This design comes from an exercise in tuning for small area, a short achievable clock period and few clock cycles on the open sky130 flow, not from production work.
RTL that was checked went through simulation tests only; none was proved equivalent to the original.
The clock input has no modelled driver; a real chip could not lean on it and would need a root buffer or a full tree.
No activity file was given, so power comes from the tool's default toggle rates.

==> flow/design.v <==
module phase_synthesizer #(
  parameter int ADDR_WIDTH  = 11,
  parameter int PHASE_WIDTH = 24,
  parameter int MAG_WIDTH   = 16,
  parameter int RATIO_WIDTH = 16,
  parameter int RATIO_FRAC  = 12
) (
  input  logic                   clock,
  input  logic                   reset,
  input  logic [PHASE_WIDTH-1:0] phase,
  input  logic [PHASE_WIDTH-1:0] phase_last,
  input  logic                   phases_valid,
  input  logic [ADDR_WIDTH-1:0]  k_max,
  input  logic [MAG_WIDTH-1:0]   magnitude,
  input  logic [RATIO_WIDTH-1:0] pitch_ratio,
  output logic [47:0]            m_tdata,
  output logic                   m_tvalid,
  input  logic                   m_tready,
  output logic                   m_tlast,
  output logic [15:0]            m_tuser,
  output logic                   busy,
  output logic [7:0]             dropped_count
);
  logic [23:0] ph_q, pl_q;       
  logic [10:0] k_q;              
  logic [15:0] r_q, mag_q;
  logic [23:0] sn_acc_q;         
  logic [14:0] ms_q;             
  logic [15:0] mc_q;             
  logic        bw_q, ac_q;       
  logic [5:0]  cyc_q;            
  logic        x_q, p_q;         
  logic        clr_q, op_q;      
  logic        nphase_q, negd_q, accv_q;
  logic        busy_q, tvalid_q, tlast_q;
  logic        ld_q;             
  logic        cap_q;            
  logic        hit_a_q, hit_b_q, nph_a_q, nph_b_q, nph_c_q;
  logic [10:0] tu_q;
  logic [7:0]  drop_q;
  logic c_rdy;
  assign c_rdy = cyc_q == 6'd61;
  logic dsum, dbor;
  assign dsum = ph_q[0] ^ ~pl_q[0] ^ bw_q;
  assign dbor = (ph_q[0] & ~pl_q[0]) | (ph_q[0] & bw_q) | (~pl_q[0] & bw_q);
  logic        x_d;
  logic [15:0] sin, cin, fsum, fcar;
  logic        vnz;
  assign x_d = busy_q ? (((cyc_q < 6'd10) & k_q[1]) | (~nphase_q & (cyc_q >= 6'd23) & (cyc_q < 6'd59) & ph_q[1]))
                      : (phases_valid & k_max[0]);
  always_comb begin
    for (int j = 0; j < 16; j++) begin
      sin[j] = (j < 15) ? ms_q[j] : 1'b0;
      cin[j] = mc_q[j];
      if (j < 3 && clr_q) begin
        sin[j] = 1'b0;
        cin[j] = 1'b0;
      end
      {fcar[j], fsum[j]} = {1'b0, sin[j]} + {1'b0, cin[j]} + {1'b0, r_q[j] & x_q};
    end
  end
  logic sat;
  assign vnz = |{fsum[3:1], fcar[2:0]};
  assign sat = p_q | fsum[0] | vnz;
  logic aa, ab, asum, acar;
  assign aa   = accv_q & ~(sn_acc_q[0] ^ negd_q);
  assign ab   = p_q & ~nphase_q;
  assign asum = aa ^ ab ^ ac_q;
  assign acar = (aa & ab) | (aa & ac_q) | (ab & ac_q);
  logic [10:0] tn;
  logic        hitn, phitn, fin, adv, load, negstart, updend;
  assign tn      = tu_q + 11'd1;
  assign hitn    = (~tn[10] & (tn[9:0] == k_q[9:0])) | (tu_q[10] & (tu_q[9:0] == ~k_q[9:0]));
  assign phitn   = hitn & ld_q;
  assign fin     = tvalid_q & m_tready & tlast_q;
  assign adv     = tvalid_q ? (m_tready & ~tlast_q) : (busy_q & ~ld_q & (cyc_q >= 6'd24));
  assign load    = adv;
  assign negstart = tvalid_q & m_tready & ~nph_a_q & ~tu_q[10];
  assign updend  = op_q & (cyc_q == 6'd60) & ~nphase_q;
  always_ff @(posedge clock or posedge reset) begin
    if (reset) cap_q <= 1'b1;
    else if (cap_q) cap_q <= ~phases_valid;
    else if (fin) cap_q <= 1'b1;
  end
  always_ff @(posedge clock) begin
    if (cap_q) begin
      ph_q    <= phase;
      pl_q    <= phase_last;
      k_q     <= k_max;
      r_q     <= pitch_ratio;
      bw_q    <= 1'b1;
      cyc_q   <= '0;
      nphase_q <= 1'b0;
      tu_q    <= '1;
      tlast_q <= 1'b1;
      ld_q    <= 1'b0;
    end else begin
      ph_q <= {(cyc_q >= 6'd24) ? ph_q[23] : dsum, ph_q[23:1]};
      pl_q <= {1'b0, pl_q[23:1]};
      bw_q <= dbor;
      if (cyc_q <= 6'd22) k_q <= {p_q, k_q[10:1]};
      else if (cyc_q == 6'd23) k_q <= {1'b0, k_q[10:1] | {10{sat}}};
      if (negstart) cyc_q <= 6'd35;
      else if (!c_rdy) cyc_q <= cyc_q + 6'd1;
      if (negstart) nphase_q <= 1'b1;
      if (load) begin
        ld_q    <= 1'b1;
        tu_q    <= tn;
        tlast_q <= &tn;
      end
    end
    p_q   <= fsum[0];
    clr_q <= busy_q & (cyc_q == 6'd23);
    op_q  <= busy_q & (cyc_q >= 6'd36) & (cyc_q <= 6'd59);
    ac_q <= op_q ? acar : negd_q;
  end
  always_ff @(posedge clock) begin
    hit_a_q <= (load & hitn) | (~load & ld_q & hit_a_q);
    hit_b_q <= (load & hitn) | (~load & ~cap_q & hit_b_q);
    nph_a_q <= (load & ~phitn) | (~load & (~ld_q | nph_a_q));
    nph_b_q <= (load & ~phitn) | (~load & (cap_q | nph_b_q));
    nph_c_q <= (load & ~phitn) | (~load & (fin | nph_c_q));
  end
  always_ff @(posedge clock or posedge reset) begin
    if (reset) begin
      mag_q    <= '0;
      sn_acc_q <= '0;
    end else begin
      if (cap_q) mag_q <= magnitude;
      if (op_q) sn_acc_q <= {~asum, sn_acc_q[23:1]};
    end
  end
  always_ff @(posedge clock or posedge reset) begin
    if (reset) begin
      ms_q <= '0;
      mc_q <= '0;
    end else begin
      ms_q <= fsum[15:1];
      mc_q <= fcar;
    end
  end
  always_ff @(posedge clock or posedge reset) begin
    if (reset) begin
      busy_q   <= 1'b0;
      x_q      <= 1'b0;
      tvalid_q <= 1'b0;
      drop_q   <= '0;
      accv_q   <= 1'b0;
      negd_q   <= 1'b0;
    end else begin
      if (phases_valid && busy_q && (drop_q != 8'hFF)) drop_q <= drop_q + 8'd1;
      x_q <= x_d;
      if (!busy_q) busy_q <= phases_valid;
      else if (fin) busy_q <= 1'b0;
      if (fin) tvalid_q <= 1'b0;
      else if (adv) tvalid_q <= ~(phitn & ~c_rdy);
      else if (!tvalid_q && ld_q && busy_q) tvalid_q <= c_rdy;
      if (updend) accv_q <= 1'b1;
      if (negstart) negd_q <= 1'b1;
      else if (updend) negd_q <= 1'b0;
    end
  end
  assign m_tdata       = {8'h00, mag_q[15:8] & {8{hit_b_q}}, mag_q[7:0] & {8{hit_a_q}},
                          ~(sn_acc_q[23:16] | {8{nph_c_q}}), ~(sn_acc_q[15:8] | {8{nph_b_q}}),
                          ~(sn_acc_q[7:0] | {8{nph_a_q}})};
  assign m_tvalid      = tvalid_q;
  assign m_tlast       = tlast_q;
  assign m_tuser       = {5'h00, tu_q};
  assign busy          = busy_q;
  assign dropped_count = drop_q;
endmodule
export LEC_CHECK = 0
export CAP_MARGIN = 20
export CORE_MARGIN = 2
export CORE_UTILIZATION = 50
export SETUP_SLACK_MARGIN = 4.75
export SLEW_MARGIN = 20
export TNS_END_PERCENT = 20
create_clock -name core_clock -period 7.0 [get_ports {clock}]
standard.sh (not shown) runs the stock make flow with config.mk's settings and CLKGATE_MAP_FILE= SYNTH_SCRIPT=/design/flow/synth_recipe.tcl, a recipe that flattens the netlist after the stock synthesis.
==> flow/flow/run.sh <==
#!/bin/bash
set -euo pipefail
here=$(pwd)
export BUFFER_PORTS_ARGS="-buffer_cell sky130_fd_sc_hd__buf_1"
export SKIP_REPAIR_TIE_FANOUT=1
export PRE_CTS_TCL="$here/flow/pre_cts.tcl"
bash standard.sh finish > standard_make.log 2>&1
Other scripts of this flow, unchanged in this note and not shown: flow/flow/mycts.tcl, flow/flow/pre_cts.tcl
Then changed:
--- a/flow/design.v
+++ b/flow/design.v
@@ -31,11 +31,10 @@
   logic [5:0]  cyc_q;            
   logic        x_q, p_q;         
   logic        clr_q, op_q;      
   logic        nphase_q, negd_q, accv_q;
   logic        busy_q, tvalid_q, tlast_q;
-  logic        ld_q;             
   logic        cap_q;            
   logic        hit_a_q, hit_b_q, nph_a_q, nph_b_q, nph_c_q;
   logic [10:0] tu_q;
   logic [7:0]  drop_q;
   logic c_rdy;
@@ -57,26 +56,24 @@
         cin[j] = 1'b0;
       end
       {fcar[j], fsum[j]} = {1'b0, sin[j]} + {1'b0, cin[j]} + {1'b0, r_q[j] & x_q};
     end
   end
-  logic sat;
-  assign vnz = |{fsum[3:1], fcar[2:0]};
-  assign sat = p_q | fsum[0] | vnz;
+  assign vnz = |{ms_q[2:0], mc_q[2:0]};
   logic aa, ab, asum, acar;
   assign aa   = accv_q & ~(sn_acc_q[0] ^ negd_q);
   assign ab   = p_q & ~nphase_q;
   assign asum = aa ^ ab ^ ac_q;
   assign acar = (aa & ab) | (aa & ac_q) | (ab & ac_q);
   logic [10:0] tn;
   logic        hitn, phitn, fin, adv, load, negstart, updend;
   assign tn      = tu_q + 11'd1;
   assign hitn    = (~tn[10] & (tn[9:0] == k_q[9:0])) | (tu_q[10] & (tu_q[9:0] == ~k_q[9:0]));
-  assign phitn   = hitn & ld_q;
+  assign phitn   = hitn & ~tlast_q;
   assign fin     = tvalid_q & m_tready & tlast_q;
-  assign adv     = tvalid_q ? (m_tready & ~tlast_q) : (busy_q & ~ld_q & (cyc_q >= 6'd24));
-  assign load    = adv;
+  assign adv     = tvalid_q ? (m_tready & ~tlast_q) : (busy_q & (~tlast_q | (cyc_q >= 6'd26)));
+  assign load    = adv & ~(phitn & ~c_rdy);
   assign negstart = tvalid_q & m_tready & ~nph_a_q & ~tu_q[10];
   assign updend  = op_q & (cyc_q == 6'd60) & ~nphase_q;
   always_ff @(posedge clock or posedge reset) begin
     if (reset) cap_q <= 1'b1;
     else if (cap_q) cap_q <= ~phases_valid;
@@ -86,51 +83,45 @@
     if (cap_q) begin
       ph_q    <= phase;
       pl_q    <= phase_last;
       k_q     <= k_max;
       r_q     <= pitch_ratio;
+      mag_q   <= magnitude;
       bw_q    <= 1'b1;
       cyc_q   <= '0;
       nphase_q <= 1'b0;
       tu_q    <= '1;
       tlast_q <= 1'b1;
-      ld_q    <= 1'b0;
     end else begin
       ph_q <= {(cyc_q >= 6'd24) ? ph_q[23] : dsum, ph_q[23:1]};
       pl_q <= {1'b0, pl_q[23:1]};
       bw_q <= dbor;
-      if (cyc_q <= 6'd22) k_q <= {p_q, k_q[10:1]};
-      else if (cyc_q == 6'd23) k_q <= {1'b0, k_q[10:1] | {10{sat}}};
+      if (cyc_q <= 6'd23) k_q <= {p_q, k_q[10:1]};
+      else begin
+        k_q[9:0] <= k_q[9:0] | {10{k_q[10]}};
+        if (clr_q) k_q[10] <= k_q[10] | p_q | vnz;
+      end
       if (negstart) cyc_q <= 6'd35;
       else if (!c_rdy) cyc_q <= cyc_q + 6'd1;
       if (negstart) nphase_q <= 1'b1;
       if (load) begin
-        ld_q    <= 1'b1;
         tu_q    <= tn;
         tlast_q <= &tn;
       end
     end
     p_q   <= fsum[0];
     clr_q <= busy_q & (cyc_q == 6'd23);
     op_q  <= busy_q & (cyc_q >= 6'd36) & (cyc_q <= 6'd59);
+    if (op_q) sn_acc_q <= {~asum, sn_acc_q[23:1]};
     ac_q <= op_q ? acar : negd_q;
   end
   always_ff @(posedge clock) begin
-    hit_a_q <= (load & hitn) | (~load & ld_q & hit_a_q);
+    hit_a_q <= (load & hitn) | (~load & tvalid_q & hit_a_q);
     hit_b_q <= (load & hitn) | (~load & ~cap_q & hit_b_q);
-    nph_a_q <= (load & ~phitn) | (~load & (~ld_q | nph_a_q));
+    nph_a_q <= (load & ~phitn) | (~load & (~tvalid_q | nph_a_q));
     nph_b_q <= (load & ~phitn) | (~load & (cap_q | nph_b_q));
     nph_c_q <= (load & ~phitn) | (~load & (fin | nph_c_q));
-  end
-  always_ff @(posedge clock or posedge reset) begin
-    if (reset) begin
-      mag_q    <= '0;
-      sn_acc_q <= '0;
-    end else begin
-      if (cap_q) mag_q <= magnitude;
-      if (op_q) sn_acc_q <= {~asum, sn_acc_q[23:1]};
-    end
   end
   always_ff @(posedge clock or posedge reset) begin
     if (reset) begin
       ms_q <= '0;
       mc_q <= '0;
@@ -151,12 +142,11 @@
       if (phases_valid && busy_q && (drop_q != 8'hFF)) drop_q <= drop_q + 8'd1;
       x_q <= x_d;
       if (!busy_q) busy_q <= phases_valid;
       else if (fin) busy_q <= 1'b0;
       if (fin) tvalid_q <= 1'b0;
-      else if (adv) tvalid_q <= ~(phitn & ~c_rdy);
-      else if (!tvalid_q && ld_q && busy_q) tvalid_q <= c_rdy;
+      else if (adv) tvalid_q <= load;
       if (updend) accv_q <= 1'b1;
       if (negstart) negd_q <= 1'b1;
       else if (updend) negd_q <= 1'b0;
     end
   end
Effect: The new run finished clean; hold slack is about the same; core utilization is about the same; final cell count drops by 5.5%; critical path depth is unchanged; maximum frequency drops by 1.8%; die area drops by 3.3%; global-route usage drops by 0.83 points; synthesized area drops by 3.5%; worst setup slack gets worse by 0.044 ns; first-iteration DRC count climbs by 24%; wire length drops by 4.7%.
Testbench counts after the change, summed over its fixed seeds: cycles 50,150.
Function not checked in the first run of this note: the RTL went through the layout flow alone. No run of this note takes its clock network from TritonCTS; it comes from the design's own scripts or RTL.


RTL: the design.v shown in full above, as it stands there.
clock: 7.0 ns
lec_check: 0
cap_margin: 20
core_margin: 2
core_utilization: 50
setup_slack_margin: 4.75
slew_margin: 20
tns_end_percent: 0
==> flow/flow/run.sh <==
#!/bin/bash
set -euo pipefail
here=$(pwd)
export BUFFER_PORTS_ARGS="-buffer_cell sky130_fd_sc_hd__buf_1"
export SKIP_REPAIR_TIE_FANOUT=1
export PRE_CTS_TCL="$here/flow/pre_cts.tcl"
bash standard.sh MATCH_CELL_FOOTPRINT=0 finish > standard_make.log 2>&1
Other scripts of this flow, unchanged in this note and not shown: flow/flow/mycts.tcl, flow/flow/pre_cts.tcl
Rerun with:
--- a/flow/design.v
+++ b/flow/design.v
@@ -33,7 +33,6 @@
   logic        clr_q, op_q;      
   logic        nphase_q, negd_q, accv_q;
   logic        busy_q, tvalid_q, tlast_q;
-  logic        ld_q;             
   logic        cap_q;            
   logic        hit_a_q, hit_b_q, nph_a_q, nph_b_q, nph_c_q;
   logic [10:0] tu_q;
@@ -59,9 +58,7 @@
       {fcar[j], fsum[j]} = {1'b0, sin[j]} + {1'b0, cin[j]} + {1'b0, r_q[j] & x_q};
     end
   end
-  logic sat;
-  assign vnz = |{fsum[3:1], fcar[2:0]};
-  assign sat = p_q | fsum[0] | vnz;
+  assign vnz = |{ms_q[2:0], mc_q[2:0]};
   logic aa, ab, asum, acar;
   assign aa   = accv_q & ~(sn_acc_q[0] ^ negd_q);
   assign ab   = p_q & ~nphase_q;
@@ -71,10 +68,10 @@
   logic        hitn, phitn, fin, adv, load, negstart, updend;
   assign tn      = tu_q + 11'd1;
   assign hitn    = (~tn[10] & (tn[9:0] == k_q[9:0])) | (tu_q[10] & (tu_q[9:0] == ~k_q[9:0]));
-  assign phitn   = hitn & ld_q;
+  assign phitn   = hitn & ~tlast_q;
   assign fin     = tvalid_q & m_tready & tlast_q;
-  assign adv     = tvalid_q ? (m_tready & ~tlast_q) : (busy_q & ~ld_q & (cyc_q >= 6'd24));
-  assign load    = adv;
+  assign adv     = tvalid_q ? (m_tready & ~tlast_q) : (busy_q & (~tlast_q | (cyc_q >= 6'd26)));
+  assign load    = adv & ~(phitn & ~c_rdy);
   assign negstart = tvalid_q & m_tready & ~nph_a_q & ~tu_q[10];
   assign updend  = op_q & (cyc_q == 6'd60) & ~nphase_q;
   always_ff @(posedge clock or posedge reset) begin
@@ -88,23 +85,25 @@
       pl_q    <= phase_last;
       k_q     <= k_max;
       r_q     <= pitch_ratio;
+      mag_q   <= magnitude;
       bw_q    <= 1'b1;
       cyc_q   <= '0;
       nphase_q <= 1'b0;
       tu_q    <= '1;
       tlast_q <= 1'b1;
-      ld_q    <= 1'b0;
     end else begin
       ph_q <= {(cyc_q >= 6'd24) ? ph_q[23] : dsum, ph_q[23:1]};
       pl_q <= {1'b0, pl_q[23:1]};
       bw_q <= dbor;
-      if (cyc_q <= 6'd22) k_q <= {p_q, k_q[10:1]};
-      else if (cyc_q == 6'd23) k_q <= {1'b0, k_q[10:1] | {10{sat}}};
+      if (cyc_q <= 6'd23) k_q <= {p_q, k_q[10:1]};
+      else begin
+        k_q[9:0] <= k_q[9:0] | {10{k_q[10]}};
+        if (clr_q) k_q[10] <= k_q[10] | p_q | vnz;
+      end
       if (negstart) cyc_q <= 6'd35;
       else if (!c_rdy) cyc_q <= cyc_q + 6'd1;
       if (negstart) nphase_q <= 1'b1;
       if (load) begin
-        ld_q    <= 1'b1;
         tu_q    <= tn;
         tlast_q <= &tn;
       end
@@ -112,23 +111,15 @@
     p_q   <= fsum[0];
     clr_q <= busy_q & (cyc_q == 6'd23);
     op_q  <= busy_q & (cyc_q >= 6'd36) & (cyc_q <= 6'd59);
+    if (op_q) sn_acc_q <= {~asum, sn_acc_q[23:1]};
     ac_q <= op_q ? acar : negd_q;
   end
   always_ff @(posedge clock) begin
-    hit_a_q <= (load & hitn) | (~load & ld_q & hit_a_q);
+    hit_a_q <= (load & hitn) | (~load & tvalid_q & hit_a_q);
     hit_b_q <= (load & hitn) | (~load & ~cap_q & hit_b_q);
-    nph_a_q <= (load & ~phitn) | (~load & (~ld_q | nph_a_q));
+    nph_a_q <= (load & ~phitn) | (~load & (~tvalid_q | nph_a_q));
     nph_b_q <= (load & ~phitn) | (~load & (cap_q | nph_b_q));
     nph_c_q <= (load & ~phitn) | (~load & (fin | nph_c_q));
-  end
-  always_ff @(posedge clock or posedge reset) begin
-    if (reset) begin
-      mag_q    <= '0;
-      sn_acc_q <= '0;
-    end else begin
-      if (cap_q) mag_q <= magnitude;
-      if (op_q) sn_acc_q <= {~asum, sn_acc_q[23:1]};
-    end
   end
   always_ff @(posedge clock or posedge reset) begin
     if (reset) begin
@@ -153,8 +144,7 @@
       if (!busy_q) busy_q <= phases_valid;
       else if (fin) busy_q <= 1'b0;
       if (fin) tvalid_q <= 1'b0;
-      else if (adv) tvalid_q <= ~(phitn & ~c_rdy);
-      else if (!tvalid_q && ld_q && busy_q) tvalid_q <= c_rdy;
+      else if (adv) tvalid_q <= load;
       if (updend) accv_q <= 1'b1;
       if (negstart) negd_q <= 1'b1;
       else if (updend) negd_q <= 1'b0;
What happened: Die area shrinks by 3.3%; synthesized area goes down by 3.5%; wire length went down by 3.5%; hold slack is better by 0.0090 ns; sequential share of layout area grows by 2.3 points; setup slack gets worse by 0.0059 ns; combinational power came out higher by 51%; total power goes up by 22%; synthesized cell count drops by 3.2%; utilization climbs by 0.75 points; critical path depth grows by 1; via count decreases by 0.41%; cell area falls by 2.7%; first-iteration DRC count grows by 27%.
Testbench counts after the change, summed over its fixed seeds: cycles 50,150.
For the first run of this note, only the layout was checked, not whether the RTL still works. In every run of this note, the design's own scripts or RTL, not TritonCTS, make the clock network.

afterwards: timing with drivers on the ports:
How much do the figures lean on ideal ports? The routed layouts below were timed once more, with nothing changed but the port constraints. Step 1: set_driving_cell puts a clkbuf_16 on clock and a buf_2 on each other input, an assumption about the parent block. Step 2 times the ports against the registers' clock, not the clock port: input delays grow and output delays shrink by t, the midpoint of the rising clock arrivals with the driver on. Three values: ideal ports, drivers, drivers and shift; two values: the first two.
| run | t, ns | slack for setup (ns) | clock arrival spread, ns | worst register clock-pin slew, ns | worst slew at a driven data input, ns |
|---|---|---|---|---|---|
| the first run of note 1 | 0.370 | 4.609 / 4.532 / 4.424 | 0.020 / 0.020 | 0.10 / 0.10 | 0.07 |
| the second run of note 1 | 0.367 | 4.565 / 4.494 / 4.351 | 0.036 / 0.036 | 0.10 / 0.10 | 0.08 |
| the first run of note 2 | 0.372 | 4.607 / 4.530 / 4.440 | 0.021 / 0.022 | 0.10 / 0.10 | 0.06 |
| the second run of note 2 | 0.363 | 4.601 / 4.529 / 4.372 | 0.020 / 0.020 | 0.10 / 0.10 | 0.05 |
After both steps every run listed still meets setup and hold. The setup slack of the second run of note 2, which loses most, moves by -0.072 ns with the drivers and by -0.229 ns with both steps.
